Source: an optimization exercise on an open RTL-to-GDS flow (aim: small area, a short achievable clock period and few clock cycles per item). Production flows keep margins and buffers that such runs may drop. The RTL was checked by simulation tests, not by an equivalence proof against the original design. No activity file was given, so power comes from the tool's default toggle rates.

==> design.v <==
`timescale 1ns/1ns
package order_pkg;
    typedef enum logic [7:0] {
        NEW     = 8'h30,
        CANCEL  = 8'h34,
        REPLACE = 8'h35
    } exec_type_e;
    typedef enum logic [7:0] {
        BUY  = 8'h31,
        SELL = 8'h32
    } side_e;
    typedef enum logic [7:0] {
        MARKET = 8'h31,
        LIMIT  = 8'h32
    } ord_type_e;
    typedef enum logic [7:0] {
        DAY = 8'h30,
        IOC = 8'h33,
        FOK = 8'h34
    } tif_e;
    typedef logic [31:0]       price_t;
    typedef logic [15:0]       qty_t;
    typedef logic [64-1:0] symbol_t;
    typedef struct packed {
        exec_type_e exec_type;
        side_e      side;
        ord_type_e  ord_type;
        tif_e       tif;
        price_t     price;
        qty_t       qty;
        symbol_t    symbol;
    } order_t;
    typedef logic [5-1:0][7:0] order_no_t;
endpackage
`timescale 1ns/1ns
package stream_pkg;
    typedef logic [64-1:0] beat_t;
    typedef logic [$clog2(4)-1:0] pe_idx_t;
    typedef enum logic [2:0] {
        IDLE,
        HDR,
        BODY,
        SYM,
        TAIL
    } builder_state_e;
    typedef logic [15:0] session_id_t;
    typedef logic [31:0] seq_num_t;
endpackage
`timescale 1ns/1ns
module order_no_counter (
    input  logic                 clk,
    input  logic                 resetn,
    input  logic                 advance_i,
    output order_pkg::order_no_t order_no_o
);
    logic [4*5-1:0] bcd_q;
    logic [5-1:0]   nine_q;     
    logic [5-1:0]   step_q;     
    logic [5-1:0]   nine;
    logic [5-1:0]   step;
    always_comb begin
        logic c;
        c = 1'b1;
        for (int d = 0; d < 5; d++) begin
            nine[d] = bcd_q[4*d +: 4] == 4'd9;
            step[d] = c;
            c = c && nine[d];
        end
    end
    always_ff @(posedge clk) begin
        if (!resetn) begin
            bcd_q  <= '0;
            nine_q <= '0;
            step_q <= 'b1;
        end else begin
            nine_q <= nine;
            step_q <= step;
            for (int d = 0; d < 5; d++) begin
                if (advance_i && step_q[d]) begin
                    bcd_q[4*d +: 4] <= nine_q[d] ? 4'd0 : bcd_q[4*d +: 4] + 4'd1;
                end
            end
        end
    end
    logic [8*5-1:0] ascii;
    always_comb begin
        for (int d = 0; d < 5; d++) begin
            ascii[8*d +: 8] = {4'h3, bcd_q[4*d +: 4]};
        end
    end
    assign order_no_o = ascii;
endmodule
`timescale 1ns/1ns
module top_payload_generator (
    input  logic                          clk,
    input  logic                          resetn,
    input  logic [15:0]                   session_id_i,
    input  logic [31:0]                   msg_seq_num_i,
    input  logic [4-1:0]            pe_valid_i,
    input  logic [4*(32 + 32 + 16 + 64)-1:0]   pe_order_i,
    output logic [4-1:0]            pe_ready_o,
    input  logic                          tready_i,
    output logic                          tvalid_o,
    output logic                          tlast_o,
    output logic [64-1:0]            tdata_o
);
    logic                 tvalid_q;
    logic                 tlast_q;
    logic [3:0]           bsel_q;
    logic [2:0][4-1:0] esel_q;
    stream_pkg::pe_idx_t  cur_q;       
    stream_pkg::pe_idx_t  nxt_q;       
    logic                 have_q;
    logic [4-1:0]   rdy_q;
    stream_pkg::beat_t    tdata_q, tdata_d;
    order_pkg::order_no_t order_no;
    logic                 ld;
    logic                 start;
    logic                 next0;       
    logic [4-1:0]   busy;
    logic [4-1:0]   cand;
    stream_pkg::pe_idx_t  pick;
    logic                 found;
    assign ld    = !tvalid_q || tready_i;
    assign start = ld && bsel_q[0] && (|esel_q[0]);
    assign next0 = ld ? (bsel_q[3] || (bsel_q[0] && !(|esel_q[0]))) : bsel_q[0];
    assign busy = esel_q[1] | esel_q[2] | rdy_q;
    assign cand = pe_valid_i & ~busy;
    always_comb begin
        found = 1'b0;
        pick  = cur_q;
        for (int k = 1; k <= 4; k++) begin
            if (!found && cand[stream_pkg::pe_idx_t'(cur_q + k)]) begin
                found = 1'b1;
                pick  = stream_pkg::pe_idx_t'(cur_q + k);
            end
        end
    end
    always_ff @(posedge clk) begin
        if (!resetn) begin
            tvalid_q <= 1'b0;
            tlast_q  <= 1'b0;
            bsel_q   <= 4'b0001;
            esel_q   <= '0;
            cur_q    <= '0;
            nxt_q    <= '0;
            have_q   <= 1'b0;
            rdy_q    <= '0;
        end else begin
            if (ld) begin
                tvalid_q  <= !bsel_q[0] || (|esel_q[0]);
                tlast_q   <= bsel_q[3];
                bsel_q[1] <= start;
                bsel_q[2] <= bsel_q[1];
                bsel_q[3] <= bsel_q[2];
                bsel_q[0] <= next0;
                esel_q[1] <= start ? esel_q[0] : '0;
                esel_q[2] <= esel_q[1];
                rdy_q     <= esel_q[2];
            end else begin
                rdy_q     <= '0;
            end
            for (int e = 0; e < 4; e++) begin
                esel_q[0][e] <= next0 && have_q && !start && nxt_q == stream_pkg::pe_idx_t'(e);
            end
            if (start) begin
                cur_q  <= nxt_q;
                have_q <= 1'b0;
            end else if (!have_q) begin
                have_q <= found;
                nxt_q  <= pick;
            end
        end
    end
    logic [4-1:0][64-1:0] eterm;
    for (genvar e = 0; e < 4; e++) begin : g_eng
        logic [(32 + 32 + 16 + 64)-1:0] o;
        assign o = pe_order_i[e*(32 + 32 + 16 + 64) +: (32 + 32 + 16 + 64)];
        assign eterm[e] = ({64{esel_q[0][e]}} & {16'h0,
                                                 5'b0, o[138], 1'b0, o[136],
                                                 6'b0, ~o[128], o[128],
                                                 32'h0})
                        | ({64{esel_q[1][e]}} & {o[111:80], o[79:64],
                                                 6'b0, ~o[120], o[120],
                                                 5'b0, o[114], o[112], o[112]})
                        | ({64{esel_q[2][e]}} & o[63:0]);
    end
    assign tdata_d = ({64{bsel_q[0]}} & {session_id_i, 8'h30, 8'h30, msg_seq_num_i})
                   | ({64{bsel_q[1]}} & {32'h0, 16'h0, 8'h30, 8'h30})
                   | ({64{bsel_q[3]}} & {order_no, 24'd0})
                   | eterm[0] | eterm[1] | eterm[2] | eterm[3];
    always_ff @(posedge clk) begin
        if (ld) tdata_q <= tdata_d;
    end
    order_no_counter u_order_no (
        .clk        (clk),
        .resetn     (resetn),
        .advance_i  (ld && bsel_q[3]),
        .order_no_o (order_no)
    );
    assign tvalid_o   = tvalid_q;
    assign tlast_o    = tlast_q;
    assign tdata_o    = tdata_q;
    assign pe_ready_o = rdy_q;
endmodule
==> flow/run.sh <==
#!/bin/bash
# The standard flow, with three changes: the port buffers are the smallest
# buffer cell, the pins may sit on every routing track, and they are placed in
# regions (flow/io.tcl, made by gen/io_gen.py) that keep each tdata_o bit next
# to the input bits feeding it.
export BUFFER_PORTS_ARGS="-buffer_cell sky130_fd_sc_hd__buf_1"
export PLACE_PINS_ARGS="-min_distance 1 -min_distance_in_tracks"
export IO_CONSTRAINTS="$PWD/flow/io.tcl"
bash standard.sh > standard.log 2>&1
==> flow/io.tcl <==
set_io_pin_constraint -pin_names {clk resetn tready_i tvalid_o tlast_o pe_valid_i[0] pe_valid_i[1] pe_valid_i[2] pe_valid_i[3] pe_ready_o[0] pe_ready_o[1] pe_ready_o[2] pe_ready_o[3]} -region bottom:3.00-12.57
set_io_pin_constraint -pin_names {tdata_o[0] msg_seq_num_i[0] pe_order_i[112] pe_order_i[256] pe_order_i[400] pe_order_i[544] pe_order_i[0] pe_order_i[144] pe_order_i[288] pe_order_i[432]} -region bottom:12.57-19.93
set_io_pin_constraint -pin_names {tdata_o[1] msg_seq_num_i[1] pe_order_i[1] pe_order_i[145] pe_order_i[289] pe_order_i[433]} -region bottom:19.93-24.34
set_io_pin_constraint -pin_names {tdata_o[2] msg_seq_num_i[2] pe_order_i[114] pe_order_i[258] pe_order_i[402] pe_order_i[546] pe_order_i[2] pe_order_i[146] pe_order_i[290] pe_order_i[434]} -region bottom:24.34-31.70
set_io_pin_constraint -pin_names {tdata_o[3] msg_seq_num_i[3] pe_order_i[3] pe_order_i[147] pe_order_i[291] pe_order_i[435]} -region bottom:31.70-36.12
set_io_pin_constraint -pin_names {tdata_o[4] msg_seq_num_i[4] pe_order_i[4] pe_order_i[148] pe_order_i[292] pe_order_i[436]} -region bottom:36.12-40.54
set_io_pin_constraint -pin_names {tdata_o[5] msg_seq_num_i[5] pe_order_i[5] pe_order_i[149] pe_order_i[293] pe_order_i[437]} -region bottom:40.54-44.95
set_io_pin_constraint -pin_names {tdata_o[6] msg_seq_num_i[6] pe_order_i[6] pe_order_i[150] pe_order_i[294] pe_order_i[438]} -region bottom:44.95-49.37
set_io_pin_constraint -pin_names {tdata_o[7] msg_seq_num_i[7] pe_order_i[7] pe_order_i[151] pe_order_i[295] pe_order_i[439]} -region bottom:49.37-53.78
set_io_pin_constraint -pin_names {tdata_o[8] msg_seq_num_i[8] pe_order_i[120] pe_order_i[264] pe_order_i[408] pe_order_i[552] pe_order_i[8] pe_order_i[152] pe_order_i[296] pe_order_i[440]} -region bottom:53.78-61.14
set_io_pin_constraint -pin_names {tdata_o[9] msg_seq_num_i[9] pe_order_i[9] pe_order_i[153] pe_order_i[297] pe_order_i[441]} -region bottom:61.14-65.56
set_io_pin_constraint -pin_names {tdata_o[10] msg_seq_num_i[10] pe_order_i[10] pe_order_i[154] pe_order_i[298] pe_order_i[442]} -region bottom:65.56-69.98
set_io_pin_constraint -pin_names {tdata_o[11] msg_seq_num_i[11] pe_order_i[11] pe_order_i[155] pe_order_i[299] pe_order_i[443]} -region bottom:69.98-74.39
set_io_pin_constraint -pin_names {tdata_o[12] msg_seq_num_i[12] pe_order_i[12] pe_order_i[156] pe_order_i[300] pe_order_i[444]} -region bottom:74.39-78.81
set_io_pin_constraint -pin_names {tdata_o[13] msg_seq_num_i[13] pe_order_i[13] pe_order_i[157] pe_order_i[301] pe_order_i[445]} -region bottom:78.81-83.22
set_io_pin_constraint -pin_names {tdata_o[14] msg_seq_num_i[14] pe_order_i[14] pe_order_i[158] pe_order_i[302] pe_order_i[446]} -region bottom:83.22-87.64
set_io_pin_constraint -pin_names {tdata_o[15] msg_seq_num_i[15] pe_order_i[15] pe_order_i[159] pe_order_i[303] pe_order_i[447]} -region bottom:87.64-92.06
set_io_pin_constraint -pin_names {tdata_o[16] msg_seq_num_i[16] pe_order_i[64] pe_order_i[208] pe_order_i[352] pe_order_i[496] pe_order_i[16] pe_order_i[160] pe_order_i[304] pe_order_i[448]} -region bottom:92.06-99.42
set_io_pin_constraint -pin_names {tdata_o[17] msg_seq_num_i[17] pe_order_i[65] pe_order_i[209] pe_order_i[353] pe_order_i[497] pe_order_i[17] pe_order_i[161] pe_order_i[305] pe_order_i[449]} -region bottom:99.42-106.78
set_io_pin_constraint -pin_names {tdata_o[18] msg_seq_num_i[18] pe_order_i[66] pe_order_i[210] pe_order_i[354] pe_order_i[498] pe_order_i[18] pe_order_i[162] pe_order_i[306] pe_order_i[450]} -region bottom:106.78-114.14
set_io_pin_constraint -pin_names {tdata_o[19] msg_seq_num_i[19] pe_order_i[67] pe_order_i[211] pe_order_i[355] pe_order_i[499] pe_order_i[19] pe_order_i[163] pe_order_i[307] pe_order_i[451]} -region bottom:114.14-121.50
set_io_pin_constraint -pin_names {tdata_o[20] msg_seq_num_i[20] pe_order_i[68] pe_order_i[212] pe_order_i[356] pe_order_i[500] pe_order_i[20] pe_order_i[164] pe_order_i[308] pe_order_i[452]} -region bottom:121.50-128.86
set_io_pin_constraint -pin_names {tdata_o[21] msg_seq_num_i[21] pe_order_i[69] pe_order_i[213] pe_order_i[357] pe_order_i[501] pe_order_i[21] pe_order_i[165] pe_order_i[309] pe_order_i[453]} -region bottom:128.86-136.22
set_io_pin_constraint -pin_names {tdata_o[22] msg_seq_num_i[22] pe_order_i[70] pe_order_i[214] pe_order_i[358] pe_order_i[502] pe_order_i[22] pe_order_i[166] pe_order_i[310] pe_order_i[454]} -region bottom:136.22-143.58
set_io_pin_constraint -pin_names {tdata_o[23] msg_seq_num_i[23] pe_order_i[71] pe_order_i[215] pe_order_i[359] pe_order_i[503] pe_order_i[23] pe_order_i[167] pe_order_i[311] pe_order_i[455]} -region bottom:143.58-150.94
set_io_pin_constraint -pin_names {tdata_o[24] msg_seq_num_i[24] pe_order_i[72] pe_order_i[216] pe_order_i[360] pe_order_i[504] pe_order_i[24] pe_order_i[168] pe_order_i[312] pe_order_i[456]} -region bottom:150.94-158.30
set_io_pin_constraint -pin_names {tdata_o[25] msg_seq_num_i[25] pe_order_i[73] pe_order_i[217] pe_order_i[361] pe_order_i[505] pe_order_i[25] pe_order_i[169] pe_order_i[313] pe_order_i[457]} -region bottom:158.30-165.66
set_io_pin_constraint -pin_names {tdata_o[26] msg_seq_num_i[26] pe_order_i[74] pe_order_i[218] pe_order_i[362] pe_order_i[506] pe_order_i[26] pe_order_i[170] pe_order_i[314] pe_order_i[458]} -region bottom:165.66-173.02
set_io_pin_constraint -pin_names {tdata_o[27] msg_seq_num_i[27] pe_order_i[75] pe_order_i[219] pe_order_i[363] pe_order_i[507] pe_order_i[27] pe_order_i[171] pe_order_i[315] pe_order_i[459]} -region bottom:173.02-180.38
set_io_pin_constraint -pin_names {tdata_o[28] msg_seq_num_i[28] pe_order_i[76] pe_order_i[220] pe_order_i[364] pe_order_i[508] pe_order_i[28] pe_order_i[172] pe_order_i[316] pe_order_i[460]} -region bottom:180.38-187.74
set_io_pin_constraint -pin_names {tdata_o[29] msg_seq_num_i[29] pe_order_i[77] pe_order_i[221] pe_order_i[365] pe_order_i[509] pe_order_i[29] pe_order_i[173] pe_order_i[317] pe_order_i[461]} -region bottom:187.74-195.10
set_io_pin_constraint -pin_names {tdata_o[30] msg_seq_num_i[30]} -region bottom:195.10-196.57
set_io_pin_constraint -pin_names {pe_order_i[78] pe_order_i[222] pe_order_i[366] pe_order_i[510] pe_order_i[30] pe_order_i[174] pe_order_i[318] pe_order_i[462]} -region right:3.00-11.70
set_io_pin_constraint -pin_names {tdata_o[31] msg_seq_num_i[31] pe_order_i[79] pe_order_i[223] pe_order_i[367] pe_order_i[511] pe_order_i[31] pe_order_i[175] pe_order_i[319] pe_order_i[463]} -region right:11.70-22.58
set_io_pin_constraint -pin_names {tdata_o[32] pe_order_i[128] pe_order_i[272] pe_order_i[416] pe_order_i[560] pe_order_i[80] pe_order_i[224] pe_order_i[368] pe_order_i[512] pe_order_i[32] pe_order_i[176] pe_order_i[320] pe_order_i[464]} -region right:22.58-36.73
set_io_pin_constraint -pin_names {tdata_o[33] pe_order_i[81] pe_order_i[225] pe_order_i[369] pe_order_i[513] pe_order_i[33] pe_order_i[177] pe_order_i[321] pe_order_i[465]} -region right:36.73-46.52
set_io_pin_constraint -pin_names {tdata_o[34] pe_order_i[82] pe_order_i[226] pe_order_i[370] pe_order_i[514] pe_order_i[34] pe_order_i[178] pe_order_i[322] pe_order_i[466]} -region right:46.52-56.31
set_io_pin_constraint -pin_names {tdata_o[35] pe_order_i[83] pe_order_i[227] pe_order_i[371] pe_order_i[515] pe_order_i[35] pe_order_i[179] pe_order_i[323] pe_order_i[467]} -region right:56.31-66.10
set_io_pin_constraint -pin_names {tdata_o[36] pe_order_i[84] pe_order_i[228] pe_order_i[372] pe_order_i[516] pe_order_i[36] pe_order_i[180] pe_order_i[324] pe_order_i[468]} -region right:66.10-75.90
set_io_pin_constraint -pin_names {tdata_o[37] pe_order_i[85] pe_order_i[229] pe_order_i[373] pe_order_i[517] pe_order_i[37] pe_order_i[181] pe_order_i[325] pe_order_i[469]} -region right:75.90-85.69
set_io_pin_constraint -pin_names {tdata_o[38] pe_order_i[86] pe_order_i[230] pe_order_i[374] pe_order_i[518] pe_order_i[38] pe_order_i[182] pe_order_i[326] pe_order_i[470]} -region right:85.69-95.48
set_io_pin_constraint -pin_names {tdata_o[39] pe_order_i[87] pe_order_i[231] pe_order_i[375] pe_order_i[519] pe_order_i[39] pe_order_i[183] pe_order_i[327] pe_order_i[471]} -region right:95.48-105.27
set_io_pin_constraint -pin_names {tdata_o[40] pe_order_i[136] pe_order_i[280] pe_order_i[424] pe_order_i[568] pe_order_i[88] pe_order_i[232] pe_order_i[376] pe_order_i[520] pe_order_i[40] pe_order_i[184] pe_order_i[328] pe_order_i[472]} -region right:105.27-119.42
set_io_pin_constraint -pin_names {tdata_o[41] pe_order_i[89] pe_order_i[233] pe_order_i[377] pe_order_i[521] pe_order_i[41] pe_order_i[185] pe_order_i[329] pe_order_i[473]} -region right:119.42-129.21
set_io_pin_constraint -pin_names {tdata_o[42] pe_order_i[138] pe_order_i[282] pe_order_i[426] pe_order_i[570] pe_order_i[90] pe_order_i[234] pe_order_i[378] pe_order_i[522] pe_order_i[42] pe_order_i[186] pe_order_i[330] pe_order_i[474]} -region right:129.21-143.35
set_io_pin_constraint -pin_names {tdata_o[43] pe_order_i[91] pe_order_i[235] pe_order_i[379] pe_order_i[523] pe_order_i[43] pe_order_i[187] pe_order_i[331] pe_order_i[475]} -region right:143.35-153.14
set_io_pin_constraint -pin_names {tdata_o[44] pe_order_i[92] pe_order_i[236] pe_order_i[380] pe_order_i[524] pe_order_i[44] pe_order_i[188] pe_order_i[332] pe_order_i[476]} -region right:153.14-162.94
set_io_pin_constraint -pin_names {tdata_o[45] pe_order_i[93] pe_order_i[237] pe_order_i[381] pe_order_i[525] pe_order_i[45] pe_order_i[189] pe_order_i[333] pe_order_i[477]} -region right:162.94-172.73
set_io_pin_constraint -pin_names {tdata_o[46] pe_order_i[94] pe_order_i[238] pe_order_i[382] pe_order_i[526] pe_order_i[46] pe_order_i[190] pe_order_i[334] pe_order_i[478]} -region right:172.73-182.52
set_io_pin_constraint -pin_names {tdata_o[47] pe_order_i[95] pe_order_i[239] pe_order_i[383] pe_order_i[527] pe_order_i[47] pe_order_i[191] pe_order_i[335] pe_order_i[479]} -region right:182.52-192.31
set_io_pin_constraint -pin_names {tdata_o[48] session_id_i[0] pe_order_i[96] pe_order_i[240]} -region right:192.31-196.66
set_io_pin_constraint -pin_names {pe_order_i[384] pe_order_i[528] pe_order_i[48] pe_order_i[192] pe_order_i[336] pe_order_i[480]} -region top:192.58-197.00
set_io_pin_constraint -pin_names {tdata_o[49] session_id_i[1] pe_order_i[97] pe_order_i[241] pe_order_i[385] pe_order_i[529] pe_order_i[49] pe_order_i[193] pe_order_i[337] pe_order_i[481]} -region top:185.22-192.58
set_io_pin_constraint -pin_names {tdata_o[50] session_id_i[2] pe_order_i[98] pe_order_i[242] pe_order_i[386] pe_order_i[530] pe_order_i[50] pe_order_i[194] pe_order_i[338] pe_order_i[482]} -region top:177.86-185.22
set_io_pin_constraint -pin_names {tdata_o[51] session_id_i[3] pe_order_i[99] pe_order_i[243] pe_order_i[387] pe_order_i[531] pe_order_i[51] pe_order_i[195] pe_order_i[339] pe_order_i[483]} -region top:170.50-177.86
set_io_pin_constraint -pin_names {tdata_o[52] session_id_i[4] pe_order_i[100] pe_order_i[244] pe_order_i[388] pe_order_i[532] pe_order_i[52] pe_order_i[196] pe_order_i[340] pe_order_i[484]} -region top:163.14-170.50
set_io_pin_constraint -pin_names {tdata_o[53] session_id_i[5] pe_order_i[101] pe_order_i[245] pe_order_i[389] pe_order_i[533] pe_order_i[53] pe_order_i[197] pe_order_i[341] pe_order_i[485]} -region top:155.78-163.14
set_io_pin_constraint -pin_names {tdata_o[54] session_id_i[6] pe_order_i[102] pe_order_i[246] pe_order_i[390] pe_order_i[534] pe_order_i[54] pe_order_i[198] pe_order_i[342] pe_order_i[486]} -region top:148.42-155.78
set_io_pin_constraint -pin_names {tdata_o[55] session_id_i[7] pe_order_i[103] pe_order_i[247] pe_order_i[391] pe_order_i[535] pe_order_i[55] pe_order_i[199] pe_order_i[343] pe_order_i[487]} -region top:141.06-148.42
set_io_pin_constraint -pin_names {tdata_o[56] session_id_i[8] pe_order_i[104] pe_order_i[248] pe_order_i[392] pe_order_i[536] pe_order_i[56] pe_order_i[200] pe_order_i[344] pe_order_i[488]} -region top:133.70-141.06
set_io_pin_constraint -pin_names {tdata_o[57] session_id_i[9] pe_order_i[105] pe_order_i[249] pe_order_i[393] pe_order_i[537] pe_order_i[57] pe_order_i[201] pe_order_i[345] pe_order_i[489]} -region top:126.34-133.70
set_io_pin_constraint -pin_names {tdata_o[58] session_id_i[10] pe_order_i[106] pe_order_i[250] pe_order_i[394] pe_order_i[538] pe_order_i[58] pe_order_i[202] pe_order_i[346] pe_order_i[490]} -region top:118.98-126.34
set_io_pin_constraint -pin_names {tdata_o[59] session_id_i[11] pe_order_i[107] pe_order_i[251] pe_order_i[395] pe_order_i[539] pe_order_i[59] pe_order_i[203] pe_order_i[347] pe_order_i[491]} -region top:111.62-118.98
set_io_pin_constraint -pin_names {tdata_o[60] session_id_i[12] pe_order_i[108] pe_order_i[252] pe_order_i[396] pe_order_i[540] pe_order_i[60] pe_order_i[204] pe_order_i[348] pe_order_i[492]} -region top:104.26-111.62
set_io_pin_constraint -pin_names {tdata_o[61] session_id_i[13] pe_order_i[109] pe_order_i[253] pe_order_i[397] pe_order_i[541] pe_order_i[61] pe_order_i[205] pe_order_i[349] pe_order_i[493]} -region top:96.90-104.26
set_io_pin_constraint -pin_names {tdata_o[62] session_id_i[14] pe_order_i[110] pe_order_i[254] pe_order_i[398] pe_order_i[542] pe_order_i[62] pe_order_i[206] pe_order_i[350] pe_order_i[494]} -region top:89.54-96.90
set_io_pin_constraint -pin_names {tdata_o[63] session_id_i[15] pe_order_i[111] pe_order_i[255] pe_order_i[399] pe_order_i[543] pe_order_i[63] pe_order_i[207] pe_order_i[351] pe_order_i[495]} -region top:82.18-89.54
set_io_pin_constraint -pin_names {pe_order_i[113] pe_order_i[115] pe_order_i[116] pe_order_i[117] pe_order_i[118] pe_order_i[119] pe_order_i[121] pe_order_i[122] pe_order_i[123] pe_order_i[124] pe_order_i[125] pe_order_i[126] pe_order_i[127] pe_order_i[129] pe_order_i[130] pe_order_i[131] pe_order_i[132] pe_order_i[133] pe_order_i[134] pe_order_i[135] pe_order_i[137] pe_order_i[139] pe_order_i[140] pe_order_i[141] pe_order_i[142] pe_order_i[143] pe_order_i[257] pe_order_i[259] pe_order_i[260] pe_order_i[261] pe_order_i[262] pe_order_i[263] pe_order_i[265] pe_order_i[266] pe_order_i[267] pe_order_i[268] pe_order_i[269] pe_order_i[270] pe_order_i[271] pe_order_i[273] pe_order_i[274] pe_order_i[275] pe_order_i[276] pe_order_i[277] pe_order_i[278] pe_order_i[279] pe_order_i[281] pe_order_i[283] pe_order_i[284] pe_order_i[285] pe_order_i[286] pe_order_i[287] pe_order_i[401] pe_order_i[403] pe_order_i[404] pe_order_i[405] pe_order_i[406] pe_order_i[407] pe_order_i[409] pe_order_i[410] pe_order_i[411] pe_order_i[412] pe_order_i[413] pe_order_i[414] pe_order_i[415] pe_order_i[417] pe_order_i[418] pe_order_i[419] pe_order_i[420] pe_order_i[421] pe_order_i[422] pe_order_i[423] pe_order_i[425] pe_order_i[427] pe_order_i[428] pe_order_i[429] pe_order_i[430] pe_order_i[431] pe_order_i[545] pe_order_i[547] pe_order_i[548] pe_order_i[549] pe_order_i[550] pe_order_i[551] pe_order_i[553] pe_order_i[554] pe_order_i[555] pe_order_i[556] pe_order_i[557] pe_order_i[558] pe_order_i[559] pe_order_i[561] pe_order_i[562] pe_order_i[563] pe_order_i[564] pe_order_i[565] pe_order_i[566] pe_order_i[567] pe_order_i[569] pe_order_i[571] pe_order_i[572] pe_order_i[573] pe_order_i[574] pe_order_i[575]} -region top:5.64-82.18
==> standard.sh <==
#!/bin/bash
# synth_recipe.tcl (not shown) runs the flow's synth.tcl, then flattens the netlist and writes it again
# the make line also repeats each setting of config.mk as NAME=value (left out here)
make -C /OpenROAD-flow-scripts/flow DESIGN_CONFIG=/design/flow/config.mk WORK_HOME=/design/flow/orfs CLKGATE_MAP_FILE= SYNTH_SCRIPT=/design/flow/synth_recipe.tcl "${@:-finish}"
==> config.mk <==
export PLATFORM = sky130hd
export DESIGN_NAME = top_payload_generator
export DESIGN_NICKNAME = top_payload_generator
export VERILOG_FILES = /design/flow/design.v
export SDC_FILE = /design/flow/constraint.sdc
export NUM_CORES = 4
export LEC_CHECK = 0
export CAP_MARGIN = 20
export CORE_AREA = 2.5 2.5 197.5 197.5
export DIE_AREA = 0 0 200 200
export PLACE_DENSITY = 0.8
export SETUP_SLACK_MARGIN = 3.2
export SLEW_MARGIN = 20
==> constraint.sdc <==
create_clock -name core_clock -period 5.0 [get_ports {clk}]
set_input_delay 1.0000 -clock core_clock [delete_from_list [all_inputs] [get_ports {clk}]]
set_output_delay 1.0000 -clock core_clock [all_outputs]
set_load 0.01 [all_outputs]
==> flow_metrics.tcl, run 1 <==
set metrics [dict create \
    outcome "no timing/DRC/antenna violations" \
    timing.rr.end "tdata_q[45]$_DFFE_PN_" \
    area_growth_pct 57.0 \
    slowest_delay_ps 370 \
    leakage_nw 3.75 \
    fin_nets 1964 \
    synth_flop_cell "edfxtp_1" \
    yosys_register_bits 119 \
    initial_core_util_pct 18.8 \
    syn_avg_cell_area_um2 9.55 \
    antenna_found_initial 1 \
    worst-setup-path-type "reg -> out" \
    cts_buffers 17 \
    drt_iter0_drc 795 \
    setup_violations 0 \
    min_to "bsel_q[3]$_SDFFE_PN0N_" \
    vias_per_cell 5.29 \
    required_ps 4000 \
    grt-ovfl-total 0 \
    worst-path-max-fanout 1 \
    maxCapViolCount 0 \
    diodes 0 \
    rsz0062_at_grt "yes" \
    crit_family "flip-flops" \
    fillers 3920 \
    finalWirelength_um 31900 \
    ys_warn_count 2 \
    synth-edff-count 64 \
    drc 0 \
    synthCells 741 \
    cp.arrival_ps 960 \
    hold_viol_final 0 \
    synthDominantCellAreaShare_pct 27.1 \
    drv_slew 0 \
    tritoncts "yes" \
    regArea_mm2 0.00305 \
    track_usage_pct 13.8 \
    clockBufferDepth 2 \
    wl_per_cell_um 17.2 \
    finClkSkew_ps 13.2 \
    htreeDepth 4 \
    finalCritPeriodShare_pct 39.2 \
    grt_pass1_wl_um 43600 \
    min_period_ps 1960 \
    clk_pin_slew_ps 60 \
    rrSetupSlack_ps 3240 \
    die_w_um 200 \
    synthArstFlopShare_pct 0 \
    start_kind "flop" \
    hold_path_depth 2 \
    multi_input_area_mm2 0.00398 \
    die_h_um 200 \
    rows 71 \
    critPathBufInv 1 \
    syn_area_mm2 0.00708 \
    r2r_cells 4 \
    timing.fmax_ghz 0.510 \
    place.gp.congestion 0.853 \
    tightest_slew_ps 779 \
    ys_types 48 \
    io_buffers 596 \
    grt_pass1_vias 9101 \
    power_density_mw_per_mm2 344 \
    reg2reg_from "esel_q[8]$_SDFFE_PN0N_" \
    grt_max_degree 57 \
    peakVddDrop_mv 0.228 \
    max_slew_margin_pct 48.1 \
    final_util_pct 29.6 \
    clkSinkCount 119 \
    min_from "bsel_q[2]$_SDFFE_PN0N_" \
    hpwl_um 21600 \
    finalSetupTns_ps 0 \
    hp-class "reg -> reg" \
    cts_root_buf "clkbuf_16" \
    die_area_mm2 0.0400 \
    synth_area_leaders "edfxtp_1 (27%), dfxtp_1 (16%), a22oi_1 (12%)" \
    synth_top_area_cell "edfxtp_1" \
    drtPass1Iterations 15 \
    clkLatencyLatePin_ps 430 \
    slowest_stage "edfxtp_1" \
    yosysSeqAreaShare_pct 42.7 \
    holdWs_ps 457 \
    vias 9774 \
    core-area_mm2 0.0376 \
    num_io_pins 701 \
    syn-num-nets 1382 \
    drtAntennaViolNets 0 \
    drive_gt1_share_pct 15.0 \
    critPathCaptureType "primary output" \
    crit_chain "buf_2" \
    ctsHoldBuffers 0 \
]
what timing repair did:
item | in CTS | in global routing
setup buffers | 9 | 16
pin swaps | 0 | 9
endpoints found under the hold margin | 0 | 0
gates resized for setup | 54 | 81
setup endpoints to repair | 201 | 89
cloned | 2 | 0
state kept, by name (all words and copies together), names as in the netlist:
signal             flops
bsel_q                 4
cur_q                  2
esel_q                12
have_q                 1
nxt_q                  2
rdy_q                  4
tdata_q               64
tlast_q                1
tvalid_q               1
u_order_no.bcd_q      20
u_order_no.nine_q      4
u_order_no.step_q      4
power breakdown:
part           leakage [nW]  switching [W]  internal (W)  total, W
Clock                 0.278       0.000498      0.000693   0.00119
Sequential             1.14       0.000157       0.00133   0.00148
Combinational          2.33       0.000647      0.000506   0.00115
metal layers:
layer / up-vias / track usage, % / share of wire [%] / routed length, µm
li1: 4286 / - / - / -
met1: 4662 / 13.8 / 36 / 11600
met4: 0 / 9.97 / 4.7 / 1490
met5: - / 0 / 0 / 0
met3: 152 / 4.86 / 8.5 / 2700
met2: 674 / 23.9 / 51 / 16100
kinds of logic (layout without fill, tap and decap cells):
| logic type | after synthesis | after routing | share of synthesized area [%] |
|---|---|---|---|
| AND/OR/NAND/NOR | 195 | 195 | 14.7 |
| buffers and inverters | 89 | 684 | 4.86 |
| AO/OA/AOI/OAI | 325 | 325 | 35.6 |
| multiplexers | 3 | 3 | 0.424 |
| adder cells (fa/ha/maj) | 10 | 10 | 1.77 |
| flip-flops | 119 | 119 | 42.7 |
cells in the mapped netlist (2+ instances only):
master and count:
nor2_1 23, a22o_1 45, or4b_1 4, or4_1 6, a22oi_1 116, clkbuf_1 55, o21ai_0 11, buf_1 16
nand2_1 46, and2_1 2, a222oi_1 35, and4b_1 3, dfxtp_1 55, and3_1 6, a31oi_1 6, a21oi_1 47
mux2i_1 3, inv_1 14, a221oi_1 51, nor4b_1 2, buf_2 2, nor4_1 2, ha_1 10, o21bai_1 4
nor2b_1 5, nor3_1 13, nand4_1 26, edfxtp_1 64, nor3b_1 4, nand3_1 47
layout make-up:
| class | instances | area share [%] |
|---|---|---|
| tap | 511 | 5.75 |
| timing repair inverter | 2 | 0.293 |
| clock buffer | 17 | 3.83 |
| timing repair buffer | 635 | 24.8 |
| clock inverter | 15 | 1.29 |
| inverter | 15 | 0.743 |
| sequential | 119 | 27.5 |
| multi-input combinational | 533 | 35.8 |
layout by cell type, fill, tap and decap left out, types with 5 or more instances in the layout:
cell type,synthesis,layout
ha_1,10,10
buf_6,1,9
a22oi_1,116,115
nor3_1,13,13
buf_4,0,30
a22o_1,45,45
dfxtp_2,0,16
buf_12,0,6
nand3_4,0,5
a21oi_2,0,5
nor2_1,23,22
clkbuf_16,0,17
and3_1,6,6
nand3_1,47,42
dfxtp_1,55,36
nand4_1,26,26
buf_1,16,526
a31oi_1,6,5
nand2_2,0,7
clkbuf_2,0,48
a222oi_1,35,35
buf_2,2,15
inv_1,14,14
a21oi_1,47,42
a221oi_1,51,49
edfxtp_1,64,64
o21ai_0,11,10
nand2_1,46,38
how the worst max path moves through the flow:
stage	slack, ps	to	from	cells past startpoint
floorplan	2820	nxt_q[0]$_SDFFE_PN0P_	pe_valid_i[2]	5
global placement	2070	nxt_q[1]$_SDFFE_PN0P_	tready_i	6
detailed placement	1990	nxt_q[1]$_SDFFE_PN0P_	tready_i	6
CTS	3000	tdata_o[56]	tdata_q[56]$_DFFE_PN_	1
global route	2980	tdata_o[50]	tdata_q[50]$_DFFE_PN_	1
finish	3040	tdata_o[30]	tdata_q[30]$_DFFE_PN_	1
through the flow:
step           total power [W]  cells  instance area, µm²  setup slack (ps)
3_5_place_dp           0.00246   1788                9910              1990
2_1_floorplan          0.00199    741                7230              2820
5_1_grt                0.00401   1847               11100              2980
6_report               0.00383   1847               11100              3040
3_3_place_gp           0.00242   1788                9910              2070
4_1_cts                0.00376   1831               10800              3000
Testbench counts, summed over its fixed seeds: cycles 38,424, items 9,600.
==> run 2: changes to the inputs <==
--- a/config.mk
+++ b/config.mk
@@ -7,7 +7,8 @@
 export LEC_CHECK = 0
 export CAP_MARGIN = 20
 export CORE_AREA = 2.5 2.5 197.5 197.5
+export CTS_CLUSTER_DIAMETER = 50
+export CTS_CLUSTER_SIZE = 30
 export DIE_AREA = 0 0 200 200
-export PLACE_DENSITY = 0.8
 export SETUP_SLACK_MARGIN = 3.2
 export SLEW_MARGIN = 20
==> run 2 against run 1 <==
Compared with the run above:
- clock power increased by 9%
- sequential cell count unchanged
- largest power group unchanged
- clock skew increased by 3.9 ps
- hold slack improved by 4.2 ps
- routed wire length increased by 6.1%
==> flow_metrics.tcl, run 2 <==
set metrics [dict create \
    outcome "no timing/DRC/antenna violations" \
    vias_per_cell 5.20 \
    grt_max_degree 64 \
    final_util_pct 29.2 \
    setup_violations 0 \
    top_regs "tdata_q: 64 flops, u_order_no.bcd_q: 20 flops, esel_q: 12 flops" \
    drv_slew 0 \
    rsz0062_at_grt "yes" \
    critPathBufInv 1 \
    synth-edff-count 64 \
    fillers 4061 \
    drtPass1Iterations 24 \
    design_area_mm2 0.0110 \
    critPathCaptureType "primary output" \
    synthArstFlopShare_pct 0 \
    largest_register_ffs 64 \
    die_w_um 200 \
    power_density_mw_per_mm2 356 \
    synth_fa_ha_area_share_pct 1.77 \
    rows 71 \
    min_period_ps 1950 \
    antenna_found_initial 0 \
    mostFrequentLayoutCell "buf_1" \
    maxCapViolCount 0 \
    finClkSkew_ps 17.1 \
    hpwl_um 23500 \
    synthCells 741 \
    layout.cells.most_common_list "buf_1 (525), a22oi_1 (115), edfxtp_1 (64), a221oi_1 (50)" \
    synth-simple-area-share_pct 14.7 \
    final_cells 1836 \
    slowest_stage "edfxtp_1" \
    reg2reg_from "esel_q[9]$_SDFFE_PN0N_" \
    dpl.cell_count 1788 \
    crit_path_start "tdata_q[47]$_DFFE_PN_" \
    ys_types 48 \
    grt_pass1_wl_um 45700 \
    clkSinkCount 119 \
    synth_area_leaders "edfxtp_1 (27%), dfxtp_1 (16%), a22oi_1 (12%)" \
    yosys_register_bits 119 \
    slowest_delay_ps 380 \
    clk_pin_slew_ps 70 \
    area_growth_pct 55.2 \
    tritoncts "yes" \
    crit_family "flip-flops" \
    synth_mux_area_share_pct 0.424 \
    min_from "bsel_q[2]$_SDFFE_PN0N_" \
    synth_top_area_cell "edfxtp_1" \
    timing.fmax_ghz 0.514 \
    clkLatencyLatePin_ps 430 \
    vias 9554 \
    synthDominantCellAreaShare_pct 27.1 \
    hold_viol_final 0 \
    required_ps 4000 \
    worst-setup-path-type "reg -> out" \
    start_kind "flop" \
    track_usage_pct 14.8 \
    drive_gt1_share_pct 13.8 \
    peakVddDrop_mv 0.215 \
    clockBufferDepth 2 \
    place.gp.congestion 0.837 \
    finalSetupTns_ps 0 \
    drt_iter0_drc 702 \
    grt_pass1_vias 8697 \
    cts_buffers 17 \
    diodes 0 \
    regMostFlops "tdata_q" \
    initial_core_util_pct 18.8 \
    finalCritPeriodShare_pct 38.9 \
    die_h_um 200 \
    fin_nets 1953 \
    leakage_nw 3.69 \
    cp.arrival_ps 950 \
    yosysSeqAreaShare_pct 42.7 \
    drtAntennaViolNets 0 \
    syn_area_mm2 0.00708 \
    synth-xor-area-share_pct 0 \
    htreeDepth 4 \
    ys_warn_count 2 \
    syn_avg_cell_area_um2 9.55 \
    worst-path-max-fanout 1 \
    wl_per_cell_um 18.4 \
    hp-class "reg -> reg" \
    tightest_slew_ps 655 \
    cts_root_buf "clkbuf_16" \
    synth_top_family_by_area "compound AO/OA/AOI/OAI gates" \
    die_area_mm2 0.0400 \
    crit_chain "clkbuf_2" \
    num_io_pins 701 \
    synth_most_common_cell "a22oi_1" \
    synth_compound_area_share_pct 35.6 \
    finalWirelength_um 33800 \
    dpl_cell_area_mm2 0.00991 \
    max_slew_margin_pct 56.3 \
    grt-ovfl-total 0 \
    yosys-top-cells-count "a22oi_1 (116), edfxtp_1 (64), clkbuf_1 (55), dfxtp_1 (55), a221oi_1 (51)" \
    synth_flop_cell "edfxtp_1" \
    io_buffers 596 \
    core-area_mm2 0.0376 \
    drc 0 \
    syn-num-nets 1382 \
]
run 2: cell counts after synthesis:
No cell type changed its count.
run 2: power breakdown:
| group | switching [W] | leakage, nW | internal, W |
|---|---|---|---|
| logic | 0.000638 | 2.26 | 0.000492 |
| clock network | 0.000540 | 0.299 | 0.000759 |
| registers | 0.000154 | 1.14 | 0.00133 |
run 2: metal layers:
| metal | vias up | routed length [µm] | GRT usage (%) |
|---|---|---|---|
| li1 | 4262 | - | - |
| met1 | 4648 | 12700 | 15.5 |
| met2 | 521 | 17400 | 28.1 |
| met3 | 123 | 2460 | 3.56 |
| met4 | 0 | 1210 | 6.47 |
| met5 | - | 0 | 0 |
run 2: cell families after synthesis:
group,Yosys count
AOI/OAI and AO/OA,325
and+or+nand+nor,195
DFF,119
adders and majority gates,10
buffers and inverters,89
muxes,3
run 2: what timing repair did:
action	CTS	global route
pin swaps	1	4
gates cloned	2	0
hold buffers	0	0
buffers inserted	7	7
gates resized for setup	69	57
setup endpoints to repair	205	105
run 2: final cells by class:
cell class,instances,area [µm²],share of cell area [%]
timing repair inverter,2,32.5,0.296
clock buffer,17,425,3.87
clock inverter,15,181,1.65
tap,511,639,5.82
multi-input combinational,533,3890,35.4
sequential,119,3060,27.8
timing repair buffer,624,2680,24.4
inverter,15,86.3,0.786
run 2: final timing paths:
check        cells after the start                     end  slack (ps)
max                              1             tdata_o[47]        3050
min                              2  bsel_q[3]$_SDFFE_PN0N_         460
max reg2reg                      4   tdata_q[45]$_DFFE_PN_        3240
min reg2reg                      2  bsel_q[3]$_SDFFE_PN0N_         460
run 2: metrics by stage:
stage | power (W) | hold WS, ps | worst slack [ps]
after floorplan | 0.00199 | 439 | 2820
after global placement | 0.00247 | 448 | 1990
after detailed placement | 0.00248 | 459 | 1970
after CTS | 0.00389 | 467 | 3030
after global routing | 0.00409 | 475 | 3000
final | 0.00391 | 461 | 3050
==> run 3: changes to the inputs <==
--- a/flow/run.sh
+++ b/flow/run.sh
@@ -5,5 +5,6 @@
 # to the input bits feeding it.
 export BUFFER_PORTS_ARGS="-buffer_cell sky130_fd_sc_hd__buf_1"
 export PLACE_PINS_ARGS="-min_distance 1 -min_distance_in_tracks"
+export CTS_ARGS="-sink_clustering_enable -repair_clock_nets -sink_clustering_size 30 -sink_clustering_max_diameter 60 -buf_list sky130_fd_sc_hd__clkbuf_8"
 export IO_CONSTRAINTS="$PWD/flow/io.tcl"
 bash standard.sh > standard.log 2>&1
--- a/config.mk
+++ b/config.mk
@@ -7,8 +7,6 @@
 export LEC_CHECK = 0
 export CAP_MARGIN = 20
 export CORE_AREA = 2.5 2.5 197.5 197.5
-export CTS_CLUSTER_DIAMETER = 50
-export CTS_CLUSTER_SIZE = 30
 export DIE_AREA = 0 0 200 200
 export SETUP_SLACK_MARGIN = 3.2
 export SLEW_MARGIN = 20
==> run 3 against run 2 <==
Compared with the run above:
- die area is the same
- via count hardly changed
- cell area is 1.6% lower
- sequential power about the same
- worst setup slack lost 38 ps
- routed wire length barely moved
- clock power decreased by 26%
- sequential cell count is the same
- critical path depth unchanged
- cell count is 0.22% higher
- utilization decreased by 0.47 points
- critical path type unchanged
==> flow_metrics.tcl, run 3 <==
set metrics [dict create \
    outcome "no timing/DRC/antenna violations" \
    syn_area_mm2 0.00708 \
    grt_pass1_wl_um 45500 \
    critPathCaptureType "primary output" \
    cp.arrival_ps 980 \
    die_area_mm2 0.0400 \
    required_ps 4000 \
    peakVddDrop_mv 0.151 \
    syn-num-nets 1382 \
    holdWs_ps 470 \
    area_growth_pct 52.7 \
    antenna_found_initial 0 \
    finalCritPeriodShare_pct 39.7 \
    die_w_um 200 \
    clkLatencyLatePin_ps 450 \
    drive_gt1_share_pct 14.1 \
    syn_avg_cell_area_um2 9.55 \
    leakage_nw 3.62 \
    hold_viol_final 0 \
    grt_max_degree 64 \
    slowest_delay_ps 380 \
    max_slew_margin_pct 56.8 \
    power_density_mw_per_mm2 330 \
    synthDominantCellAreaShare_pct 27.1 \
    fin_nets 1957 \
    finClkSkew_ps 21.8 \
    tritoncts "yes" \
    track_usage_pct 14.7 \
    crit_family "flip-flops" \
    htreeDepth 4 \
    regArea_mm2 0.00306 \
    diodes 0 \
    fillers 4087 \
    worst-path-max-fanout 1 \
    ys_types 48 \
    tightest_slew_ps 647 \
    io_buffers 596 \
    design_area_mm2 0.0108 \
    drc 0 \
    synth_compound_area_share_pct 35.6 \
    drv_slew 0 \
    clk_pin_slew_ps 90 \
    final_cells 1840 \
    drt_iter0_drc 684 \
    setup_violations 0 \
    finalSetupTns_ps 0 \
    critPathBufInv 1 \
    yosys-top-cells-count "a22oi_1 (116), edfxtp_1 (64), clkbuf_1 (55), dfxtp_1 (55), a221oi_1 (51)" \
    largest_register_ffs 64 \
    maxCapViolCount 0 \
    synth-xor-area-share_pct 0 \
    layout.cells.most_common_list "buf_1 (524), a22oi_1 (115), edfxtp_1 (64), a221oi_1 (50), a21oi_1 (46)" \
    grt-ovfl-total 0 \
    regMostFlops "tdata_q" \
    rsz0062_at_grt "yes" \
    slowest_stage "edfxtp_1" \
    dpl_cell_area_mm2 0.00991 \
    synth-simple-area-share_pct 14.7 \
    hp-class "reg -> reg" \
    drtAntennaViolNets 0 \
    synth_mux_area_share_pct 0.424 \
    yosys_register_bits 119 \
    ys_warn_count 2 \
    synth_top_area_cell "edfxtp_1" \
    drtPass1Iterations 19 \
    synth-edff-count 64 \
    min_period_ps 1980 \
    cts_root_buf "clkbuf_8" \
    yosysSeqAreaShare_pct 42.7 \
    top_regs "tdata_q: 64 flops, u_order_no.bcd_q: 20 flops, esel_q: 12 flops" \
    synth_top_family_by_area "compound AO/OA/AOI/OAI gates" \
    timing.fmax_ghz 0.504 \
    crit_chain "clkbuf_2" \
    synthCells 741 \
    finalWirelength_um 33800 \
    synth_flop_cell "edfxtp_1" \
    ctsHoldBuffers 0 \
    core-area_mm2 0.0376 \
    clockBufferDepth 2 \
    multi_input_area_mm2 0.00390 \
    setup_ws_ps 3020 \
    synthArstFlopShare_pct 0 \
    clkSinkCount 119 \
    grt_pass1_vias 8705 \
    place.gp.congestion 0.837 \
    hpwl_um 23500 \
    vias_per_cell 5.20 \
    start_kind "flop" \
    worst-setup-path-type "reg -> out" \
    num_io_pins 701 \
    cts_buffers 17 \
    vias 9563 \
    synth_most_common_cell "a22oi_1" \
    dpl.cell_count 1788 \
    mostFrequentLayoutCell "buf_1" \
    pre_cts_ws_ps 1970 \
    die_h_um 200 \
    initial_core_util_pct 18.8 \
    synth_fa_ha_area_share_pct 1.77 \
    synth_area_leaders "edfxtp_1 (27%), dfxtp_1 (16%), a22oi_1 (12%)" \
    rows 71 \
    wl_per_cell_um 18.4 \
]
-- run 3: area by class of cell --
type	instances	share of cell area, %
clock buffers	17	2.16
clock inverters	15	1.68
inverters	15	0.799
multi-input cells	533	36.0
flip-flops and latches	119	28.3
well taps	511	5.91
repair buffers	627	24.8
repair inverters	3	0.347
-- run 3: cell families after synthesis --
group                    count (synthesis)
adder cells (fa/ha/maj)                 10
AND/OR/NAND/NOR                        195
multiplexers                             3
buffers and inverters                   89
flip-flops                             119
AO/OA/AOI/OAI                          325
-- run 3: path summary, 6_finish.rpt --
kind,slack (ps),startpoint,endpoint,cells past startpoint
worst max register to register,3230,esel_q[9]$_SDFFE_PN0N_,tdata_q[45]$_DFFE_PN_,4
worst max-delay path,3020,tdata_q[47]$_DFFE_PN_,tdata_o[47],1
worst min register to register,470,bsel_q[2]$_SDFFE_PN0N_,bsel_q[3]$_SDFFE_PN0N_,2
worst min-delay path,470,bsel_q[2]$_SDFFE_PN0N_,bsel_q[3]$_SDFFE_PN0N_,2
-- run 3: metal layers --
layer	vias up	global-route usage (%)	share of wire, %
met5	-	0	0
met4	0	6.50	3.5
met3	115	3.19	7.1
met2	503	27.9	52
met1	4676	15.4	38
li1	4269	-	-
-- run 3: timing repair --
| item | CTS | global route |
|---|---|---|
| pin swaps | 0 | 2 |
| buffers inserted | 4 | 13 |
| endpoints found under the setup margin | 208 | 96 |
| cloned | 2 | 1 |
| gates resized for setup | 69 | 60 |
-- run 3: where the power goes --
group          total, W  internal, W  switching, W  leakage (nW)
logic           0.00113     0.000488      0.000637          2.27
registers       0.00148      0.00132      0.000154          1.14
clock network  0.000965     0.000467      0.000498         0.212
total           0.00357      0.00228       0.00129          3.62
-- run 3: metrics by stage --
step / utilization [%] / total power, W
floorplan: - / 0.00199
global placement: 26.4 / 0.00247
detailed placement: 26.4 / 0.00248
CTS: 28.1 / 0.00355
global route: 28.8 / 0.00375
finish: 28.8 / 0.00357
==> run 4: changes to the inputs <==
--- a/flow/run.sh
+++ b/flow/run.sh
@@ -5,6 +5,6 @@
 # to the input bits feeding it.
 export BUFFER_PORTS_ARGS="-buffer_cell sky130_fd_sc_hd__buf_1"
 export PLACE_PINS_ARGS="-min_distance 1 -min_distance_in_tracks"
-export CTS_ARGS="-sink_clustering_enable -repair_clock_nets -sink_clustering_size 30 -sink_clustering_max_diameter 60 -buf_list sky130_fd_sc_hd__clkbuf_8"
+export CTS_ARGS="-repair_clock_nets -buf_list sky130_fd_sc_hd__clkbuf_16 -root_buf sky130_fd_sc_hd__clkbuf_16"
 export IO_CONSTRAINTS="$PWD/flow/io.tcl"
 bash standard.sh > standard.log 2>&1
==> run 4 against run 3 <==
Compared with the run above:
- still clean on timing, DRC and antenna
- clock-buffer cell count did not move
- critical path depth did not move
- non-clock buffer count fell by 3
- worst setup slack improved by 38 ps
- synthesized area did not move
- sequential power barely moved
- total power rose by 9.5%
- critical path type unchanged
- highest routed layer unchanged
==> flow_metrics.tcl, run 4 <==
set metrics [dict create \
    grt_pass1_wl_um 45700 \
    ys_types 48 \
    ys_warn_count 2 \
    synth_top_area_cell "edfxtp_1" \
    htreeDepth 4 \
    syn-num-nets 1382 \
    drc 0 \
    setup_ws_ps 3050 \
    finalWirelength_um 33800 \
    clockBufferDepth 2 \
    synthCells 741 \
    wl_per_cell_um 18.4 \
    drv_slew 0 \
    required_ps 4000 \
    drtPass1Iterations 24 \
    drive_gt1_share_pct 13.8 \
    rrSetupSlack_ps 3240 \
    critPathCaptureType "primary output" \
    worst-setup-path-type "reg -> out" \
    largest_register_ffs 64 \
    critPathBufInv 1 \
    clkLatencyLatePin_ps 430 \
    leakage_nw 3.69 \
    layout.cells.most_common_list "buf_1 (525), a22oi_1 (115), edfxtp_1 (64), a221oi_1 (50)" \
    hp-class "reg -> reg" \
    die_h_um 200 \
    hold_viol_final 0 \
    maxCapViolCount 0 \
    io_buffers 596 \
    tightest_slew_ps 655 \
    tritoncts "yes" \
    drtAntennaViolNets 0 \
    initial_core_util_pct 18.8 \
    rsz0062_at_grt "yes" \
    die_w_um 200 \
    clk_pin_slew_ps 70 \
    synth_top_family_by_area "compound AO/OA/AOI/OAI gates" \
    antenna_found_initial 0 \
    hpwl_um 23500 \
    regMostFlops "tdata_q" \
    finClkSkew_ps 17.1 \
    place.gp.congestion 0.837 \
    synthArstFlopShare_pct 0 \
    worst-path-max-fanout 1 \
    synth-edff-count 64 \
    synth-simple-area-share_pct 14.7 \
    crit_family "flip-flops" \
    die_area_mm2 0.0400 \
    slowest_delay_ps 380 \
    synth_compound_area_share_pct 35.6 \
    syn_avg_cell_area_um2 9.55 \
    timing.fmax_ghz 0.514 \
    synthDominantCellAreaShare_pct 27.1 \
    drt_iter0_drc 702 \
    ctsHoldBuffers 0 \
    met2_usage_pct 28.1 \
    synth_fa_ha_area_share_pct 1.77 \
    min_period_ps 1950 \
    pre_cts_ws_ps 1970 \
    grt_pass1_vias 8697 \
    grt-ovfl-total 0 \
    slowest_stage "edfxtp_1" \
    peakVddDrop_mv 0.215 \
    synth-xor-area-share_pct 0 \
    power_density_mw_per_mm2 356 \
    synth_area_leaders "edfxtp_1 (27%), dfxtp_1 (16%), a22oi_1 (12%)" \
    setup_violations 0 \
    yosys-top-cells-count "a22oi_1 (116), edfxtp_1 (64), clkbuf_1 (55), dfxtp_1 (55), a221oi_1 (51)" \
    cts_buffers 17 \
    top_regs "tdata_q: 64 flops, u_order_no.bcd_q: 20 flops, esel_q: 12 flops" \
    diodes 0 \
    vias_per_cell 5.20 \
    clkSinkCount 119 \
    finalSetupTns_ps 0 \
    fillers 4061 \
    num_io_pins 701 \
    cts_root_buf "clkbuf_16" \
    yosysSeqAreaShare_pct 42.7 \
    vias 9554 \
    synth_most_common_cell "a22oi_1" \
    syn_area_mm2 0.00708 \
    finalCritPeriodShare_pct 38.9 \
    grt_max_degree 64 \
    p_total_w 0.00391 \
    rows 71 \
    cp.arrival_ps 950 \
    track_usage_pct 14.8 \
    synth_flop_cell "edfxtp_1" \
    mostFrequentLayoutCell "buf_1" \
    fin_nets 1953 \
    start_kind "flop" \
    grtUsageMet3_pct 3.56 \
    use_met1_pct 15.5 \
    outcome "no timing/DRC/antenna violations" \
    grt.busiest_layer "met2" \
    area_growth_pct 55.2 \
    synth_mux_area_share_pct 0.424 \
    crit_chain "clkbuf_2" \
    core-area_mm2 0.0376 \
    yosys_register_bits 119 \
    max_slew_margin_pct 56.3 \
]
## run 4: power by group
part           total, W  leakage, nW  internal (W)  switching, W
sequential      0.00148         1.14       0.00133      0.000154
combinational   0.00113         2.26      0.000492      0.000638
clock           0.00130        0.299      0.000759      0.000540
total           0.00391         3.69       0.00258       0.00133
## run 4: through the flow
step	hold WS (ps)	utilization, %	area [µm²]	cells
2_1_floorplan	439	-	7230	741
3_3_place_gp	448	26.4	9910	1788
3_5_place_dp	459	26.4	9910	1788
4_1_cts	467	28.7	10800	1829
5_1_grt	475	29.2	11000	1836
6_report	461	29.2	11000	1836
## run 4: repair_timing
| item | in CTS | in global routing |
|---|---|---|
| buffers inserted | 7 | 7 |
| pin swaps | 1 | 4 |
| cloned | 2 | 0 |
| resized for setup | 69 | 57 |
| endpoints found under the setup margin | 205 | 105 |
## run 4: area by class of cell
type,instances,area [µm²],area share [%]
Tap cell,511,639,5.82
Clock inverter,15,181,1.65
Multi-Input combinational cell,533,3890,35.4
Inverter,15,86.3,0.786
Timing Repair Buffer,624,2680,24.4
Timing Repair inverter,2,32.5,0.296
Sequential cell,119,3060,27.8
Clock buffer,17,425,3.87
## run 4: final timing paths
check	startpoint	end	depth (start not counted)
hold / removal	bsel_q[2]$_SDFFE_PN0N_	bsel_q[3]$_SDFFE_PN0N_	2
hold reg to reg	bsel_q[2]$_SDFFE_PN0N_	bsel_q[3]$_SDFFE_PN0N_	2
setup / recovery	tdata_q[47]$_DFFE_PN_	tdata_o[47]	1
setup reg to reg	esel_q[9]$_SDFFE_PN0N_	tdata_q[45]$_DFFE_PN_	4
## run 4: routing by layer
metal | vias up | wire length [µm]
met2 | 521 | 17400
met5 | - | 0
met3 | 123 | 2460
met1 | 4648 | 12700
li1 | 4262 | -
met4 | 0 | 1210
## run 4: logic make-up (layout without fill, tap and decap cells)
| family | count (synthesis) | after routing |
|---|---|---|
| AOI/OAI and AO/OA | 325 | 325 |
| adders and majority gates | 10 | 10 |
| buffers and inverters | 89 | 673 |
| DFF | 119 | 119 |
| muxes | 3 | 3 |
| and+or+nand+nor | 195 | 195 |
==> run 5: changes to the inputs <==
--- a/flow/run.sh
+++ b/flow/run.sh
@@ -5,6 +5,5 @@
 # to the input bits feeding it.
 export BUFFER_PORTS_ARGS="-buffer_cell sky130_fd_sc_hd__buf_1"
 export PLACE_PINS_ARGS="-min_distance 1 -min_distance_in_tracks"
-export CTS_ARGS="-repair_clock_nets -buf_list sky130_fd_sc_hd__clkbuf_16 -root_buf sky130_fd_sc_hd__clkbuf_16"
 export IO_CONSTRAINTS="$PWD/flow/io.tcl"
 bash standard.sh > standard.log 2>&1
--- a/config.mk
+++ b/config.mk
@@ -8,5 +8,5 @@
 export CAP_MARGIN = 20
 export CORE_AREA = 2.5 2.5 197.5 197.5
 export DIE_AREA = 0 0 200 200
-export SETUP_SLACK_MARGIN = 3.2
+export SETUP_SLACK_MARGIN = 3.05
 export SLEW_MARGIN = 20
==> run 5 against run 4 <==
Compared with the run above:
- total power decreased by 3.1%
- synthesized cell count unchanged
- still clean
- die area is the same
- clock skew is 4.2 ps lower
- sequential cell count is the same
- largest cell class unchanged
- utilization down 0.89 points
- largest power group unchanged
- routed wire length fell by 4.3%
- sequential power is essentially flat
==> flow_metrics.tcl, run 5 <==
set metrics [dict create \
    vias 9350 \
    hp-class "reg -> reg" \
    ys_types 48 \
    synthArstFlopShare_pct 0 \
    drc 0 \
    grt_max_degree 64 \
    clockBufferDepth 2 \
    wl_per_cell_um 17.7 \
    largest_register_ffs 64 \
    holdWs_ps 459 \
    outcome "no timing/DRC/antenna violations" \
    tritoncts "yes" \
    drtAntennaViolNets 0 \
    maxCapViolCount 0 \
    grt-ovfl-total 0 \
    rsz0062_at_grt "yes" \
    dpl.cell_count 1788 \
    worst-path-max-fanout 3 \
    timing.rr.end "tdata_q[51]$_DFFE_PN_" \
    finalCritPeriodShare_pct 39.1 \
    clkLatencyLatePin_ps 420 \
    finalSetupTns_ps 0 \
    leakage_nw 3.57 \
    finClkSkew_ps 13.0 \
    cts_buffers 17 \
    setup_violations 0 \
    grt_pass1_vias 8680 \
    io_buffers 596 \
    pre_cts_ws_ps 1940 \
    grt.busiest_layer "met2" \
    synthDominantCellAreaShare_pct 27.1 \
    reg2reg_from "esel_q[11]$_SDFFE_PN0N_" \
    cp.arrival_ps 2260 \
    use_met1_pct 16.0 \
    hpwl_um 23300 \
    critPathCaptureType "flop" \
    synthCells 741 \
    die_w_um 200 \
    num_io_pins 701 \
    diodes 0 \
    ys_warn_count 2 \
    grt_pass1_wl_um 45700 \
    synth_flop_cell "edfxtp_1" \
    layout.cells.most_common_list "buf_1 (531), a22oi_1 (116), edfxtp_1 (64), a221oi_1 (51), a21oi_1 (46)" \
    max_slew_margin_pct 44.0 \
    rows 71 \
    tightest_slew_ps 840 \
    top_regs "tdata_q: 64 flops, u_order_no.bcd_q: 20 flops, esel_q: 12 flops" \
    setup_ws_ps 3050 \
    slowest_delay_ps 450 \
    hold_viol_final 0 \
    drive_gt1_share_pct 11.2 \
    vias_per_cell 5.13 \
    synth-edff-count 64 \
    peakVddDrop_mv 0.217 \
    synth_area_leaders "edfxtp_1 (27%), dfxtp_1 (16%), a22oi_1 (12%)" \
    htreeDepth 4 \
    worst-setup-path-type "in -> reg" \
    r2r_cells 4 \
    area_growth_pct 50.5 \
    antenna_found_initial 0 \
    regMostFlops "tdata_q" \
    yosys-top-cells-count "a22oi_1 (116), edfxtp_1 (64), clkbuf_1 (55), dfxtp_1 (55), a221oi_1 (51)" \
    die_area_mm2 0.0400 \
    min_period_ps 1950 \
    rrSetupSlack_ps 3140 \
    crit_chain "buf_1 -> nor4b_1 -> o21ai_0 -> a32oi_1 -> nand2_1 -> a41o_1" \
    initial_core_util_pct 18.8 \
    syn_avg_cell_area_um2 9.55 \
    syn-num-nets 1382 \
    yosysSeqAreaShare_pct 42.7 \
    cts_root_buf "clkbuf_16" \
    fin_nets 1941 \
    slowest_stage "nor4b_1" \
    core-area_mm2 0.0376 \
    start_kind "input pin" \
    syn_area_mm2 0.00708 \
    mostFrequentLayoutCell "buf_1" \
    clkSinkCount 119 \
    track_usage_pct 14.6 \
    grtUsageMet3_pct 3.68 \
    final_cells 1824 \
    drt_iter0_drc 712 \
    drv_slew 0 \
    die_h_um 200 \
    place.gp.congestion 0.855 \
    min_from "bsel_q[2]$_SDFFE_PN0N_" \
    clk_pin_slew_ps 60 \
    finalWirelength_um 32400 \
    timing.fmax_ghz 0.512 \
    required_ps 5300 \
    min_to "bsel_q[3]$_SDFFE_PN0N_" \
    synth_most_common_cell "a22oi_1" \
    hold_path_depth 2 \
    met2_usage_pct 26.1 \
    yosys_register_bits 119 \
    synth_top_area_cell "edfxtp_1" \
    power_density_mw_per_mm2 355 \
    drtPass1Iterations 36 \
]
## run 5: through the flow
stage	power, W	area (µm²)	util (%)
floorplan	0.00198	7170	-
global placement	0.00245	9850	26.2
detailed placement	0.00247	9850	26.2
CTS	0.00377	10500	28.0
global route	0.00398	10700	28.3
finish	0.00379	10700	28.3
## run 5: worst max-delay path, delay by kind of cell
kind,cells,cell delay (ps)
compound gates,3,630
buf+inv,1,100
simple gates,2,530
## run 5: power by group
group	switching, W	total, W	internal, W
registers	0.000140	0.00147	0.00133
logic	0.000623	0.00107	0.000451
clock network	0.000501	0.00124	0.000744
## run 5: layer usage
layer | part of all wire [%] | routed length (µm)
met5 | 0 | 0
met4 | 4.0 | 1300
met3 | 7.9 | 2550
met2 | 51 | 16400
met1 | 38 | 12200
## run 5: layout make-up
cell class / instances / area [µm²]
Clock inverter: 15 / 166
Tap cell: 511 / 639
Timing Repair Buffer: 613 / 2490
Sequential cell: 119 / 3050
Inverter: 15 / 72.6
Multi-Input combinational cell: 533 / 3800
Clock buffer: 17 / 425
Fill cell: 4088 / 26900
Timing Repair inverter: 1 / 8.76
## run 5: what timing repair did
item,in CTS,in global routing
buffers inserted,3,0
hold buffers,0,0
gates cloned,1,0
pin swaps,0,1
endpoints found under the setup margin,144,75
gates resized for setup,36,56
## run 5: worst max-delay path by stage
stage                                 from                     to  slack, ps  depth (start not counted)
floorplan                    pe_valid_i[2]  nxt_q[0]$_SDFFE_PN0P_       2820                          5
global placement                  tready_i   esel_q[0]$_SDFF_PN0_       2000                          6
detailed placement                tready_i   esel_q[0]$_SDFF_PN0_       1940                          6
CTS                 esel_q[7]$_SDFFE_PN0N_      have_q$_SDFF_PP0_       3020                          6
global route         tdata_q[54]$_DFFE_PN_            tdata_o[54]       3000                          1
finish                       pe_valid_i[0]  nxt_q[0]$_SDFFE_PN0P_       3050                          6
## run 5: logic make-up after synthesis
logic type	count (synthesis)	share of synthesized area (%)
AO/OA/AOI/OAI	325	35.6
AND/OR/NAND/NOR	195	14.7
buffers and inverters	89	4.86
adder cells (fa/ha/maj)	10	1.77
multiplexers	3	0.424
flip-flops	119	42.7
==> run 6: changes to the inputs <==
--- a/flow/run.sh
+++ b/flow/run.sh
@@ -5,5 +5,6 @@
 # to the input bits feeding it.
 export BUFFER_PORTS_ARGS="-buffer_cell sky130_fd_sc_hd__buf_1"
 export PLACE_PINS_ARGS="-min_distance 1 -min_distance_in_tracks"
+export CTS_ARGS="-sink_clustering_enable -repair_clock_nets -dont_use_dummy_load"
 export IO_CONSTRAINTS="$PWD/flow/io.tcl"
 bash standard.sh > standard.log 2>&1
--- a/config.mk
+++ b/config.mk
@@ -8,5 +8,5 @@
 export CAP_MARGIN = 20
 export CORE_AREA = 2.5 2.5 197.5 197.5
 export DIE_AREA = 0 0 200 200
-export SETUP_SLACK_MARGIN = 3.05
+export SETUP_SLACK_MARGIN = 3.2
 export SLEW_MARGIN = 20
==> run 6 against run 5 <==
Compared with the run above:
- sequential power hardly changed
- sequential cell count stayed put
- clock skew is 15 ps higher
- fmax is 0.61% higher
- clock-buffer cell count stayed put
- first-iteration DRC count is 9.6% lower
- cell area is 2.1% higher
- combinational power is 7% higher
- sequential share of layout area is 0.53 points lower
- critical path type is now reg -> out
- register-to-register slack better by 60 ps
==> flow_metrics.tcl, run 6 <==
set metrics [dict create \
    top_regs "tdata_q: 64 flops, u_order_no.bcd_q: 20 flops, esel_q: 12 flops" \
    clkSinkCount 119 \
    regMostFlops "tdata_q" \
    synthArstFlopShare_pct 0 \
    critPathBufInv 1 \
    mostFrequentLayoutCell "buf_1" \
    synth-edff-count 64 \
    drtPass1Iterations 29 \
    tritoncts "yes" \
    timing.fmax_ghz 0.515 \
    tightest_slew_ps 642 \
    io_buffers 596 \
    outcome "no timing/DRC/antenna violations" \
    synthCells 741 \
    cts_buffers 17 \
    p_clk_share_pct 27.2 \
    synthDominantCellAreaShare_pct 27.1 \
    grt_pass1_vias 8687 \
    grt_pass1_wl_um 45800 \
    syn_avg_cell_area_um2 9.55 \
    max_slew_margin_pct 57.2 \
    ys_types 48 \
    hp-class "reg -> reg" \
    slowest_stage "edfxtp_1" \
    hpwl_um 23500 \
    regArea_mm2 0.00306 \
    synth_top_area_cell "edfxtp_1" \
    drt_iter0_drc 644 \
    clk_pin_slew_ps 60 \
    critPathCaptureType "primary output" \
    synth_most_common_cell "a22oi_1" \
    leakage_nw 3.63 \
    num_io_pins 701 \
    fillers 4070 \
    grt_max_degree 64 \
    finalWirelength_um 34300 \
    die_h_um 200 \
    syn-num-nets 1382 \
    cts_root_buf "clkbuf_16" \
    yosys_register_bits 119 \
    syn_area_mm2 0.00708 \
    swShare_pct 33.4 \
    clkLatencyLatePin_ps 420 \
    finalCritPeriodShare_pct 38.8 \
    crit_chain "clkbuf_2" \
    drc 0 \
    rsz0062_at_grt "yes" \
    start_kind "flop" \
    p_seq_share_pct 41.1 \
]
run 6: power by group through the flow:
stage          combinational, W  sequential (W)  clock (W)
6_report                0.00114         0.00149   0.000984
5_1_grt                 0.00123         0.00151    0.00105
4_1_cts                 0.00107         0.00148    0.00103
3_5_place_dp           0.000981         0.00150          0
3_3_place_gp           0.000976         0.00149          0
2_1_floorplan          0.000459         0.00153          0
run 6: cell type report:
type                            instances  share of cell area (%)
Inverter                               15                   0.794
Sequential cell                       119                    28.1
Tap cell                              511                    5.88
Timing Repair Buffer                  627                    24.9
Timing Repair inverter                  3                   0.403
Clock buffer                           17                    3.91
Multi-Input combinational cell        533                    36.1
run 6: what timing repair did:
item / 4_1_cts / 5_1_grt
endpoints found under the setup margin: 204 / 104
gates cloned: 2 / 1
resized for setup: 67 / 69
setup buffers: 6 / 11
hold endpoints to repair: 0 / 0
pin swaps: 1 / 10
run 6: path summary, 6_finish.rpt:
| kind | cells after the start | endpoint | slack [ps] |
|---|---|---|---|
| setup reg to reg | 4 | nxt_q[0]$_SDFFE_PN0P_ | 3200 |
| setup / recovery | 1 | tdata_o[47] | 3060 |
| hold reg to reg | 2 | tlast_q$_SDFFE_PN0N_ | 460 |
| hold / removal | 2 | tlast_q$_SDFFE_PN0N_ | 460 |
run 6: kinds of logic (layout without fill, tap and decap cells):
| family | count (synthesis) | in the layout | synth area share, % |
|---|---|---|---|
| and+or+nand+nor | 195 | 195 | 14.7 |
| DFF | 119 | 119 | 42.7 |
| adders and majority gates | 10 | 10 | 1.77 |
| AOI/OAI and AO/OA | 325 | 325 | 35.6 |
| muxes | 3 | 3 | 0.424 |
| buffers and inverters | 89 | 662 | 4.86 |
run 6: routing by layer:
metal  track usage, %  routed length (µm)  vias up
met5                0                   0        -
met4             6.69                1140        0
met3             3.09                2490      119
met2             28.2               17600      544
met1             15.8               13100     4736
li1                 -                   -     4252
run 6: stage by stage:
step | total power (W) | cells | setup WS (ps) | utilization, % | cell area (µm²)
floorplan | 0.00199 | 741 | 2820 | - | 7230
global placement | 0.00247 | 1788 | 1990 | 26.4 | 9910
detailed placement | 0.00248 | 1788 | 1970 | 26.4 | 9910
CTS | 0.00358 | 1813 | 3030 | 28.2 | 10600
global route | 0.00380 | 1825 | 3000 | 28.9 | 10900
finish | 0.00361 | 1825 | 3060 | 28.9 | 10900
run 6: tightest hold or removal path, cell delays in order (launching register included):
cell     delay (ps)
dfxtp_2         320
nand2_1          50
a21oi_1          50

Setup slack of run 6, layout unchanged: 3.058 ns with ideal ports, 3.007 ns with driving cells assumed (clock clkbuf_16, inputs buf_2), 2.647 ns with port delays also shifted by the 0.461 ns mid clock arrival.
